Source: an optimization exercise on an open RTL-to-GDS flow (aim: small area, a short achievable clock period and few clock cycles per item). Production flows keep margins and buffers that such runs may drop.
Only simulation tests tie the RTL to the original design; equivalence was not proved.

==> v31 <==
==> flow/design.v <==
module dp_seq_core #(
    parameter int                DATA_W = 32,
    parameter int                ADDR_W = 26,
    parameter int                RF_AW  = 5,
    parameter logic [ADDR_W-1:0] PC_RST = 'h1000,
    parameter logic [ADDR_W-1:0] SP_RST = 'h3ffffff,
    parameter int                CTRL_W = 24
) (
    input  logic              clk_i,
    input  logic              rst_ni,
    input  logic              ctrl_valid_i,
    output logic              ctrl_ready_o,
    input  logic [CTRL_W-1:0] ctrl_i,
    output logic              done_o,
    output logic              mem_req_o,
    output logic              mem_we_o,
    input  logic              mem_ack_i,
    output logic [ADDR_W-1:0] addr_o,
    output logic [DATA_W-1:0] data_out_o,
    input  logic [DATA_W-1:0] data_in_i,
    output logic [31:0]       instruction_o,
    output logic              zero_o
);
    localparam int RF_D  = 1 << RF_AW;
    localparam int MUL_K = 8;                  
    localparam int MUL_N = DATA_W / MUL_K;     
    localparam int MC_W  = $clog2(MUL_N + 1);
    localparam int MOPS  = MUL_K + 2;          
    localparam int MQ    = MOPS + 2 * (MOPS - 2);
    logic              busy_q, fin_q, mrdy_q, ackd_q, stall_q;
    logic              wpend_q, zpend_q;
    logic [RF_AW-1:0]  wa_q;
    logic [DATA_W-1:0] wd_q, res_q;
    logic              sub_q, s_sum_q, s_and_q, s_or_q, s_nor_q, s_slt_q, s_sll_q, s_srl_q;
    logic [MC_W-1:0]   mcnt_q;
    logic [CTRL_W-1:0] ctrl_q;
    logic [ADDR_W-1:0] pc_q, sp_q;
    logic [31:0]       ir_q;
    logic              zero_q;
    logic [DATA_W-1:0] mdat_q, accs_q, accc_q, rs_q, rt_q, opa_q, opb_q;
    logic [MUL_K-1:0]  mchunk_q;
    logic [DATA_W-1:0] rf_q [1:RF_D-1];
    logic [RF_D-1:1]   rfv_q;
    genvar g;
    function automatic logic [DATA_W-1:0] rev(input logic [DATA_W-1:0] x);
        logic [DATA_W-1:0] r;
        for (int i = 0; i < DATA_W; i++) r[i] = x[DATA_W-1-i];
        rev = r;
    endfunction
    logic       c_pc_ld, c_ir_ld, c_rf_we, c_sp_ld;
    logic       c_mem_rd, c_mem_wr, c_ma_sp, c_ma_pc, c_md_rs;
    logic [1:0] c_pc_src, c_wd_src, c_wa_src;
    logic [3:0] c_alu_op;
    assign c_pc_ld   = ctrl_q[0];
    assign c_pc_src  = ctrl_q[2:1];
    assign c_ir_ld   = ctrl_q[3];
    assign c_rf_we   = ctrl_q[4];
    assign c_wd_src  = ctrl_q[6:5];
    assign c_wa_src  = ctrl_q[8:7];
    assign c_sp_ld   = ctrl_q[10];
    assign c_alu_op  = ctrl_q[18:15];
    assign c_mem_rd  = ctrl_q[19];
    assign c_mem_wr  = ctrl_q[20];
    assign c_ma_sp   = ctrl_q[21];
    assign c_ma_pc   = ctrl_q[22];
    assign c_md_rs   = ctrl_q[23];
    logic              accept, req, ack, done, rf_wr, ir_wr, sp_wr;
    logic [RF_AW-1:0]  wa_idx;
    logic [DATA_W-1:0] alu_d, wd_d;
    logic [DATA_W-1:0] imm_sx;
    logic [ADDR_W-1:0] pc1_d, pc_next_d;
    logic [ADDR_W:0]   pc_br;
    logic              is_mul, mul_fin, mul_last, mul_step;
    assign req    = mrdy_q && !ackd_q;
    assign ack    = req && mem_ack_i;
    assign done   = fin_q || ack;
    assign accept = ctrl_valid_i && ctrl_ready_o;
    assign ir_wr  = ack && c_ir_ld && c_mem_rd;
    assign rf_wr  = done && c_rf_we && (wa_idx != '0);
    assign sp_wr  = done && c_sp_ld;
    logic [CTRL_W-1:0] ctrl_n;
    logic [31:0]       ir_n;
    logic [RF_AW-1:0]  rs_idx, rt_idx;
    logic [DATA_W-1:0] rs_n, rt_n, opb_n, opb_o;
    logic              sub_n, pr_ld;
    assign ctrl_n = accept ? ctrl_i : ctrl_q;
    assign ir_n   = (req && c_ir_ld && c_mem_rd) ? data_in_i : ir_q;
    assign pr_ld  = !busy_q || done || stall_q;
    assign rs_idx = ir_n[21 +: RF_AW];
    assign rt_idx = ir_n[16 +: RF_AW];
    logic rs_fwd, rt_fwd, a_sp, a_rev, b_rt;
    logic [DATA_W-1:0] opa_n, opa_e, opb_e;
    assign rs_fwd = wpend_q && (wa_q == rs_idx);
    assign rt_fwd = wpend_q && (wa_q == rt_idx);
    assign rs_n   = ({DATA_W{!ctrl_n[9] && !rs_fwd && rs_m[DATA_W]}} & rs_m[DATA_W-1:0]) |
                    ({DATA_W{!ctrl_n[9] && rs_fwd}} & wd_q);
    assign rt_n   = ({DATA_W{!rt_fwd && rt_m[DATA_W]}} & rt_m[DATA_W-1:0]) |
                    ({DATA_W{rt_fwd}} & wd_q);
    assign a_sp   = ctrl_n[11];
    assign a_rev  = (ctrl_n[18:15] == 4'd7);
    assign opa_e  = a_rev ? rev(DATA_W'(sp_q)) : DATA_W'(sp_q);
    assign opa_n  = ({DATA_W{!a_sp && !a_rev}} & rs_n) | ({DATA_W{!a_sp && a_rev}} & rev(rs_n)) |
                    ({DATA_W{a_sp}} & opa_e);
    assign b_rt   = (ctrl_n[14:12] == 3'd0);
    assign sub_n  = (ctrl_n[18:15] == 4'd1) || (ctrl_n[18:15] == 4'd5);
    assign opb_o  = (ctrl_n[14:12] == 3'd1) ? {{(DATA_W-16){ir_n[15]}}, ir_n[15:0]} :
                    (ctrl_n[14:12] == 3'd2) ? DATA_W'(ir_n[15:0]) :
                    (ctrl_n[14:12] == 3'd3) ? DATA_W'(ir_n[10:6]) :
                    (ctrl_n[14:12] == 3'd4) ? DATA_W'(1) : '0;
    assign opb_e  = opb_o ^ {DATA_W{sub_n}};
    assign opb_n  = ({DATA_W{b_rt}} & (rt_n ^ {DATA_W{sub_n}})) | ({DATA_W{!b_rt}} & opb_e);
    logic [DATA_W:0] rf_m [RF_D];
    logic [DATA_W:0] rs_l1 [8], rt_l1 [8], rs_l2 [2], rt_l2 [2], rs_m, rt_m;
    assign rf_m[0] = '0;
    generate
        for (g = 1; g < RF_D; g++) begin : g_rfm
            assign rf_m[g] = {rfv_q[g], rf_q[g]};
        end
        for (g = 0; g < 8; g++) begin : g_l1
            assign rs_l1[g] = mux4(rf_m[4*g], rf_m[4*g+1], rf_m[4*g+2], rf_m[4*g+3], rs_idx[1:0]);
            assign rt_l1[g] = mux4(rf_m[4*g], rf_m[4*g+1], rf_m[4*g+2], rf_m[4*g+3], rt_idx[1:0]);
        end
        for (g = 0; g < 2; g++) begin : g_l2
            assign rs_l2[g] = mux4(rs_l1[4*g], rs_l1[4*g+1], rs_l1[4*g+2], rs_l1[4*g+3], rs_idx[3:2]);
            assign rt_l2[g] = mux4(rt_l1[4*g], rt_l1[4*g+1], rt_l1[4*g+2], rt_l1[4*g+3], rt_idx[3:2]);
        end
    endgenerate
    function automatic logic [DATA_W:0] mux4(input logic [DATA_W:0] a0, input logic [DATA_W:0] a1,
                                             input logic [DATA_W:0] a2, input logic [DATA_W:0] a3,
                                             input logic [1:0] s);
        mux4 = s[1] ? (s[0] ? a3 : a2) : (s[0] ? a1 : a0);
    endfunction
    assign rs_m = rs_idx[4] ? rs_l2[1] : rs_l2[0];
    assign rt_m = rt_idx[4] ? rt_l2[1] : rt_l2[0];
    assign imm_sx = {{(DATA_W-16){ir_q[15]}}, ir_q[15:0]};
    logic [DATA_W-1:0] mq [MQ];
    assign is_mul   = (c_alu_op == 4'd8);
    assign mul_fin  = (mcnt_q == MC_W'(MUL_N));
    assign mul_last = busy_q && is_mul && (mcnt_q == MC_W'(MUL_N - 1));
    assign mul_step = busy_q && is_mul && !mul_fin && !stall_q;
    assign mq[0]    = accs_q << MUL_K;
    assign mq[1]    = accc_q << MUL_K;
    generate
        for (g = 0; g < MUL_K; g++) begin : g_pp
            assign mq[2+g] = mchunk_q[g] ? (opa_q << g) : '0;
        end
        for (g = 0; g < MOPS - 2; g++) begin : g_csa
            assign mq[MOPS+2*g]   = mq[3*g] ^ mq[3*g+1] ^ mq[3*g+2];
            assign mq[MOPS+2*g+1] = ((mq[3*g] & mq[3*g+1]) | (mq[3*g] & mq[3*g+2]) |
                                     (mq[3*g+1] & mq[3*g+2])) << 1;
        end
    endgenerate
    logic [DATA_W-1:0] sum_d, sh_out;
    logic [DATA_W:0]   sum_x;
    logic              slt_d;
    assign sum_x = {opa_q, 1'b1} + {opb_q, sub_q};
    assign sum_d = sum_x[DATA_W:1];
    assign slt_d = (opa_q[DATA_W-1] ^ ~opb_q[DATA_W-1]) ? opa_q[DATA_W-1] : sum_d[DATA_W-1];
    assign sh_out = opa_q << opb_q[4:0];
    assign alu_d = ({DATA_W{s_sum_q}} & sum_d) |
                   ({DATA_W{s_and_q}} & (opa_q & opb_q)) |
                   ({DATA_W{s_or_q}}  & (opa_q | opb_q)) |
                   ({DATA_W{s_nor_q}} & ~(opa_q | opb_q)) |
                   ({DATA_W{s_slt_q}} & DATA_W'(slt_d)) |
                   ({DATA_W{s_sll_q}} & sh_out) |
                   ({DATA_W{s_srl_q}} & rev(sh_out));
    assign pc1_d     = pc_q + ADDR_W'(1);
    assign pc_br     = {pc_q, 1'b1} + {imm_sx[ADDR_W-1:0], 1'b1};
    assign pc_next_d = (c_pc_src == 2'd0) ? pc1_d :
                       (c_pc_src == 2'd1) ? pc_br[ADDR_W:1] :
                       (c_pc_src == 2'd2) ? rs_q[ADDR_W-1:0] : ir_q[25:0];
    assign wd_d   = (c_wd_src == 2'd0) ? alu_d :
                    (c_wd_src == 2'd1) ? (fin_q ? mdat_q : data_in_i) :
                    (c_wd_src == 2'd2) ? DATA_W'({ir_q[15:0], 16'h0000}) : DATA_W'(pc1_d);
    assign wa_idx = (c_wa_src == 2'd0) ? ir_q[11 +: RF_AW] :
                    (c_wa_src == 2'd1) ? ir_q[16 +: RF_AW] :
                    (c_wa_src == 2'd2) ? RF_AW'(31) : '0;
    logic a_mem, a_mul, a_ma_alu, ma_alu, alu_use, rs_use, rt_use, haz, start;
    assign a_mem    = ctrl_n[19] | ctrl_n[20];
    assign a_mul    = (ctrl_n[18:15] == 4'd8);
    assign a_ma_alu = !ctrl_n[22] && !(ctrl_n[21] && !ctrl_n[10]);
    assign ma_alu   = !c_ma_pc && !(c_ma_sp && !c_sp_ld);
    assign alu_use  = (ctrl_i[4] && ctrl_i[6:5] == 2'd0) || ctrl_i[10] ||
                      ((ctrl_i[19] || ctrl_i[20]) && !ctrl_i[22] && !(ctrl_i[21] && !ctrl_i[10]));
    assign rs_use   = !ctrl_i[9] && ((alu_use && !ctrl_i[11]) || (ctrl_i[0] && ctrl_i[2:1] == 2'd2) ||
                                     (ctrl_i[20] && ctrl_i[23]));
    assign rt_use   = (alu_use && ctrl_i[14:12] == 3'd0) || (ctrl_i[20] && !ctrl_i[23]);
    assign haz      = (rf_wr && ((rs_use && wa_idx == rs_idx) || (rt_use && wa_idx == rt_idx))) ||
                      (sp_wr && alu_use && ctrl_i[11]);
    assign start    = (accept && !haz) || stall_q;
    always_ff @(posedge clk_i or negedge rst_ni) begin
        if (!rst_ni) begin
            busy_q  <= 1'b0;
            fin_q   <= 1'b0;
            mrdy_q  <= 1'b0;
            ackd_q  <= 1'b0;
            mcnt_q  <= '0;
            stall_q <= 1'b0;
            pc_q    <= PC_RST;
            sp_q    <= SP_RST;
            ir_q    <= '0;
            zero_q  <= 1'b0;
            zpend_q <= 1'b0;
            wpend_q <= 1'b0;
            mdat_q  <= '0;
            rfv_q   <= '0;
        end else begin
            ackd_q  <= ack;
            wpend_q <= rf_wr;
            zpend_q <= done && ((c_rf_we && (c_wd_src == 2'd0)) || c_sp_ld);
            if (zpend_q) zero_q <= (res_q == '0);
            if (wpend_q) rfv_q[wa_q] <= 1'b1;
            stall_q <= accept && haz;
            if (start) begin
                busy_q <= 1'b1;
                fin_q  <= !a_mem && !a_mul;
                mrdy_q <= a_mem && !a_mul && !a_ma_alu;
                mcnt_q <= '0;
            end else if (accept) begin
                busy_q <= 1'b1;
                fin_q  <= 1'b0;
                mrdy_q <= 1'b0;
                mcnt_q <= '0;
            end else if (done) begin
                busy_q <= 1'b0;
                fin_q  <= 1'b0;
                mrdy_q <= 1'b0;
            end else if (busy_q) begin
                if (is_mul && !mul_fin) mcnt_q <= mcnt_q + MC_W'(1);
                if (mul_last && !c_mem_rd && !c_mem_wr) fin_q <= 1'b1;
                if ((c_mem_rd || c_mem_wr) && (!is_mul || mul_fin)) mrdy_q <= 1'b1;
            end
            if (ack) mdat_q <= data_in_i;
            if (done) begin
                if (c_pc_ld) pc_q <= pc_next_d;
                if (sp_wr) sp_q <= alu_d[ADDR_W-1:0];
                if (ir_wr) ir_q <= data_in_i;
            end
        end
    end
    always_ff @(posedge clk_i) begin
        if (accept) ctrl_q <= ctrl_i;
        accs_q <= mul_step ? mq[MQ-2] : '0;
        accc_q <= mul_step ? mq[MQ-1] : '0;
        if (wpend_q) rf_q[wa_q] <= wd_q;
        wa_q  <= wa_idx;
        wd_q  <= wd_d;
        res_q <= alu_d;
        sub_q   <= (ctrl_n[18:15] == 4'd1) || (ctrl_n[18:15] == 4'd5);
        s_sum_q <= (ctrl_n[18:15] == 4'd0) || (ctrl_n[18:15] == 4'd1) || (ctrl_n[18:15] == 4'd8);
        s_and_q <= (ctrl_n[18:15] == 4'd2);
        s_or_q  <= (ctrl_n[18:15] == 4'd3);
        s_nor_q <= (ctrl_n[18:15] == 4'd4);
        s_slt_q <= (ctrl_n[18:15] == 4'd5);
        s_sll_q <= (ctrl_n[18:15] == 4'd6);
        s_srl_q <= (ctrl_n[18:15] == 4'd7);
        if (pr_ld) begin
            rs_q <= rs_n;
            rt_q <= rt_n;
            opa_q <= opa_n;
            opb_q <= opb_n;
            mchunk_q <= opb_n[DATA_W-1 -: MUL_K];
        end else if (is_mul) begin
            if (mul_last) begin
                opa_q <= mq[MQ-2];
                opb_q <= mq[MQ-1];
            end
            mchunk_q <= (mcnt_q >= MC_W'(MUL_N - 1)) ? '0 : opb_q[(MUL_N-2-32'(mcnt_q))*MUL_K +: MUL_K];
        end
    end
    assign ctrl_ready_o  = !busy_q || done;
    assign done_o        = done;
    assign mem_req_o     = req;
    assign mem_we_o      = c_mem_wr;
    assign addr_o        = c_ma_pc ? pc_q : ma_alu ? res_q[ADDR_W-1:0] : sp_q;
    assign data_out_o    = c_md_rs ? rs_q : rt_q;
    assign instruction_o = ir_q;
    assign zero_o        = zpend_q ? (res_q == '0) : zero_q;
endmodule
==> flow/run.sh <==
#!/bin/bash
# synth_recipe.tcl (not shown) runs the flow's synth.tcl, then flattens the netlist and writes it again
# the make line also repeats each setting of config.mk as NAME=value (left out here)
make -C /OpenROAD-flow-scripts/flow DESIGN_CONFIG=/design/flow/config.mk WORK_HOME=/design/flow/orfs CLKGATE_MAP_FILE= SYNTH_SCRIPT=/design/flow/synth_recipe.tcl finish
==> flow/config.mk <==
export PLATFORM = sky130hd
export DESIGN_NAME = dp_seq_core
export DESIGN_NICKNAME = dp_seq_core
export VERILOG_FILES = /design/flow/design.v
export SDC_FILE = /design/flow/constraint.sdc
export NUM_CORES = 4
export LEC_CHECK = 0
export CAP_MARGIN = 35
export CORE_MARGIN = 2
export CORE_UTILIZATION = 60
export SETUP_SLACK_MARGIN = 2.6
export SLEW_MARGIN = 35
==> flow/constraint.sdc <==
create_clock -name core_clock -period 6.5 [get_ports {clk_i}]
set_input_delay 1.3000 -clock core_clock [delete_from_list [all_inputs] [get_ports {clk_i}]]
set_output_delay 1.3000 -clock core_clock [all_outputs]
set_load 0.01 [all_outputs]
==> v5 (differences from v31) <==
--- a/flow/design.v
+++ b/flow/design.v
@@ -44,7 +44,2 @@
     genvar g;
-    function automatic logic [DATA_W-1:0] rev(input logic [DATA_W-1:0] x);
-        logic [DATA_W-1:0] r;
-        for (int i = 0; i < DATA_W; i++) r[i] = x[DATA_W-1-i];
-        rev = r;
-    endfunction
     logic       c_pc_ld, c_ir_ld, c_rf_we, c_sp_ld;
@@ -71,3 +66,2 @@
     logic [ADDR_W-1:0] pc1_d, pc_next_d;
-    logic [ADDR_W:0]   pc_br;
     logic              is_mul, mul_fin, mul_last, mul_step;
@@ -90,16 +84,5 @@
     assign rt_idx = ir_n[16 +: RF_AW];
-    logic rs_fwd, rt_fwd, a_sp, a_rev, b_rt;
-    logic [DATA_W-1:0] opa_n, opa_e, opb_e;
-    assign rs_fwd = wpend_q && (wa_q == rs_idx);
-    assign rt_fwd = wpend_q && (wa_q == rt_idx);
-    assign rs_n   = ({DATA_W{!ctrl_n[9] && !rs_fwd && rs_m[DATA_W]}} & rs_m[DATA_W-1:0]) |
-                    ({DATA_W{!ctrl_n[9] && rs_fwd}} & wd_q);
-    assign rt_n   = ({DATA_W{!rt_fwd && rt_m[DATA_W]}} & rt_m[DATA_W-1:0]) |
-                    ({DATA_W{rt_fwd}} & wd_q);
-    assign a_sp   = ctrl_n[11];
-    assign a_rev  = (ctrl_n[18:15] == 4'd7);
-    assign opa_e  = a_rev ? rev(DATA_W'(sp_q)) : DATA_W'(sp_q);
-    assign opa_n  = ({DATA_W{!a_sp && !a_rev}} & rs_n) | ({DATA_W{!a_sp && a_rev}} & rev(rs_n)) |
-                    ({DATA_W{a_sp}} & opa_e);
-    assign b_rt   = (ctrl_n[14:12] == 3'd0);
+    assign rs_n   = ctrl_n[9] ? '0 : (wpend_q && wa_q == rs_idx) ? wd_q :
+                    rs_m[DATA_W] ? rs_m[DATA_W-1:0] : '0;
+    assign rt_n   = (wpend_q && wa_q == rt_idx) ? wd_q : rt_m[DATA_W] ? rt_m[DATA_W-1:0] : '0;
     assign sub_n  = (ctrl_n[18:15] == 4'd1) || (ctrl_n[18:15] == 4'd5);
@@ -109,4 +92,3 @@
                     (ctrl_n[14:12] == 3'd4) ? DATA_W'(1) : '0;
-    assign opb_e  = opb_o ^ {DATA_W{sub_n}};
-    assign opb_n  = ({DATA_W{b_rt}} & (rt_n ^ {DATA_W{sub_n}})) | ({DATA_W{!b_rt}} & opb_e);
+    assign opb_n  = ((ctrl_n[14:12] == 3'd0) ? rt_n : opb_o) ^ {DATA_W{sub_n}};
     logic [DATA_W:0] rf_m [RF_D];
@@ -158,2 +140,7 @@
     assign slt_d = (opa_q[DATA_W-1] ^ ~opb_q[DATA_W-1]) ? opa_q[DATA_W-1] : sum_d[DATA_W-1];
+    function automatic logic [DATA_W-1:0] rev(input logic [DATA_W-1:0] x);
+        logic [DATA_W-1:0] r;
+        for (int i = 0; i < DATA_W; i++) r[i] = x[DATA_W-1-i];
+        rev = r;
+    endfunction
     assign sh_out = opa_q << opb_q[4:0];
@@ -167,5 +154,4 @@
     assign pc1_d     = pc_q + ADDR_W'(1);
-    assign pc_br     = {pc_q, 1'b1} + {imm_sx[ADDR_W-1:0], 1'b1};
     assign pc_next_d = (c_pc_src == 2'd0) ? pc1_d :
-                       (c_pc_src == 2'd1) ? pc_br[ADDR_W:1] :
+                       (c_pc_src == 2'd1) ? pc1_d + imm_sx[ADDR_W-1:0] :
                        (c_pc_src == 2'd2) ? rs_q[ADDR_W-1:0] : ir_q[25:0];
@@ -259,3 +245,4 @@
             rt_q <= rt_n;
-            opa_q <= opa_n;
+            opa_q <= (ctrl_n[18:15] == 4'd7) ? rev(ctrl_n[11] ? DATA_W'(sp_q) : rs_n) :
+                                               (ctrl_n[11] ? DATA_W'(sp_q) : rs_n);
             opb_q <= opb_n;
--- a/flow/config.mk
+++ b/flow/config.mk
@@ -9,3 +9,3 @@
 export CORE_MARGIN = 2
-export CORE_UTILIZATION = 60
+export CORE_UTILIZATION = 55
 export SETUP_SLACK_MARGIN = 2.6
==> v17 (differences from v31) <==
--- a/flow/design.v
+++ b/flow/design.v
@@ -44,7 +44,2 @@
     genvar g;
-    function automatic logic [DATA_W-1:0] rev(input logic [DATA_W-1:0] x);
-        logic [DATA_W-1:0] r;
-        for (int i = 0; i < DATA_W; i++) r[i] = x[DATA_W-1-i];
-        rev = r;
-    endfunction
     logic       c_pc_ld, c_ir_ld, c_rf_we, c_sp_ld;
@@ -71,3 +66,2 @@
     logic [ADDR_W-1:0] pc1_d, pc_next_d;
-    logic [ADDR_W:0]   pc_br;
     logic              is_mul, mul_fin, mul_last, mul_step;
@@ -90,16 +84,5 @@
     assign rt_idx = ir_n[16 +: RF_AW];
-    logic rs_fwd, rt_fwd, a_sp, a_rev, b_rt;
-    logic [DATA_W-1:0] opa_n, opa_e, opb_e;
-    assign rs_fwd = wpend_q && (wa_q == rs_idx);
-    assign rt_fwd = wpend_q && (wa_q == rt_idx);
-    assign rs_n   = ({DATA_W{!ctrl_n[9] && !rs_fwd && rs_m[DATA_W]}} & rs_m[DATA_W-1:0]) |
-                    ({DATA_W{!ctrl_n[9] && rs_fwd}} & wd_q);
-    assign rt_n   = ({DATA_W{!rt_fwd && rt_m[DATA_W]}} & rt_m[DATA_W-1:0]) |
-                    ({DATA_W{rt_fwd}} & wd_q);
-    assign a_sp   = ctrl_n[11];
-    assign a_rev  = (ctrl_n[18:15] == 4'd7);
-    assign opa_e  = a_rev ? rev(DATA_W'(sp_q)) : DATA_W'(sp_q);
-    assign opa_n  = ({DATA_W{!a_sp && !a_rev}} & rs_n) | ({DATA_W{!a_sp && a_rev}} & rev(rs_n)) |
-                    ({DATA_W{a_sp}} & opa_e);
-    assign b_rt   = (ctrl_n[14:12] == 3'd0);
+    assign rs_n   = ctrl_n[9] ? '0 : (wpend_q && wa_q == rs_idx) ? wd_q :
+                    rs_m[DATA_W] ? rs_m[DATA_W-1:0] : '0;
+    assign rt_n   = (wpend_q && wa_q == rt_idx) ? wd_q : rt_m[DATA_W] ? rt_m[DATA_W-1:0] : '0;
     assign sub_n  = (ctrl_n[18:15] == 4'd1) || (ctrl_n[18:15] == 4'd5);
@@ -109,4 +92,3 @@
                     (ctrl_n[14:12] == 3'd4) ? DATA_W'(1) : '0;
-    assign opb_e  = opb_o ^ {DATA_W{sub_n}};
-    assign opb_n  = ({DATA_W{b_rt}} & (rt_n ^ {DATA_W{sub_n}})) | ({DATA_W{!b_rt}} & opb_e);
+    assign opb_n  = ((ctrl_n[14:12] == 3'd0) ? rt_n : opb_o) ^ {DATA_W{sub_n}};
     logic [DATA_W:0] rf_m [RF_D];
@@ -158,2 +140,7 @@
     assign slt_d = (opa_q[DATA_W-1] ^ ~opb_q[DATA_W-1]) ? opa_q[DATA_W-1] : sum_d[DATA_W-1];
+    function automatic logic [DATA_W-1:0] rev(input logic [DATA_W-1:0] x);
+        logic [DATA_W-1:0] r;
+        for (int i = 0; i < DATA_W; i++) r[i] = x[DATA_W-1-i];
+        rev = r;
+    endfunction
     assign sh_out = opa_q << opb_q[4:0];
@@ -167,5 +154,4 @@
     assign pc1_d     = pc_q + ADDR_W'(1);
-    assign pc_br     = {pc_q, 1'b1} + {imm_sx[ADDR_W-1:0], 1'b1};
     assign pc_next_d = (c_pc_src == 2'd0) ? pc1_d :
-                       (c_pc_src == 2'd1) ? pc_br[ADDR_W:1] :
+                       (c_pc_src == 2'd1) ? pc1_d + imm_sx[ADDR_W-1:0] :
                        (c_pc_src == 2'd2) ? rs_q[ADDR_W-1:0] : ir_q[25:0];
@@ -259,3 +245,4 @@
             rt_q <= rt_n;
-            opa_q <= opa_n;
+            opa_q <= (ctrl_n[18:15] == 4'd7) ? rev(ctrl_n[11] ? DATA_W'(sp_q) : rs_n) :
+                                               (ctrl_n[11] ? DATA_W'(sp_q) : rs_n);
             opb_q <= opb_n;
==> results by group <==
Cells and area
  • Layout area overhead: 19.5%

Floorplanning
  • Height of the die: 373 µm

Outcome
  • Status: complete, no violations

Setup path
  • Worst Setup EP: opb_q[3]

Clock tree
  • Post-CTS Setup Inserts: 157

Routing
  • Met1 Wirelength: 113000 µm

Timing
  • Crit share post-route: 62.8%
(the above is from v17)
==> results by group <==
Synthesis
  • Post-Syn Instances: 7736

Setup path
  • Worst reg2reg path depth: 13
  • Worst Setup EP: opa_q[11]

Clock tree
  • Post-CTS Setup Inserts: 180

Outcome
  • Status: complete, no violations

Timing
  • Crit share post-route: 65.4%

Routing
  • Met1 Wirelength: 118000 µm
  • DRT Wirelength: 359000 µm

Cells and area
  • Layout area overhead: 19.3%

Floorplanning
  • Height of the die: 373 µm
(the above is from v31)
==> results by group <==
Routing
  • Met1 Wirelength: 123000 µm
  • Wire length per cell: 36.5 µm

Clock tree
  • Post-CTS Setup Inserts: 179

Floorplanning
  • Height of the die: 389 µm

Timing
  • Crit share post-route: 65.0%

Outcome
  • Status: complete, no violations

Setup path
  • CP Capture Type: register
  • CP cell instances: inv_1 > ha_1 > and4_1 > a221o_1 > o211a_1 > o2111ai_4 > a21oi_2 > a211oi_2 > o21ai_2 > fa_2 > a22oi_2 > o2111ai_4 > o21ai_2 > o21ai_2
  • Crit Path Max Fanout: 6
(the above is from v5)
Testbench counts of v31, summed over its fixed seeds: cycles 10,670, items 4,800.
Testbench counts of v5, summed over its fixed seeds: cycles 10,670, items 4,800.
Testbench counts of v17, summed over its fixed seeds: cycles 10,670, items 4,800.

==> port drivers added, routing unchanged <==
Ports are ideal in the flow. The routed layouts listed here were re-timed in OpenROAD.
Step 1 (the two cells are an assumption about what drives the block):
set clk [get_ports {clk_i}]
set_driving_cell -lib_cell sky130_fd_sc_hd__clkbuf_16 $clk
set_driving_cell -lib_cell sky130_fd_sc_hd__buf_2 [delete_from_list [all_inputs] $clk]
Step 2 times the ports against the registers' clock, not the clock port: input delays grow and output delays shrink by t, the midpoint of the rising clock arrivals with the driver on.
Three values: ideal, step 1, step 2; two values: the first two.
| run | t, ns | setup WS [ns] | worst hold slack (ns) | slew at the worst register clock pin (ns) | pins driven straight from the clock port |
|---|---|---|---|---|---|
| v31 | 0.905 | 2.246 / 2.294 / 1.400 | 0.340 / 0.295 / 0.473 | 0.07 / 0.07 | 1 |
| v5 | 0.905 | 2.278 / 2.278 / 1.659 | 0.469 / 0.444 / 0.469 | 0.07 / 0.07 | 1 |
| v17 | 0.883 | 2.420 / 2.420 / 1.713 | 0.379 / 0.331 / 0.476 | 0.07 / 0.07 | 1 |
After both steps every run listed still meets setup and hold. For v31, which loses most, drivers alone change the setup slack by +0.048 ns; drivers and shift together by -0.846 ns.
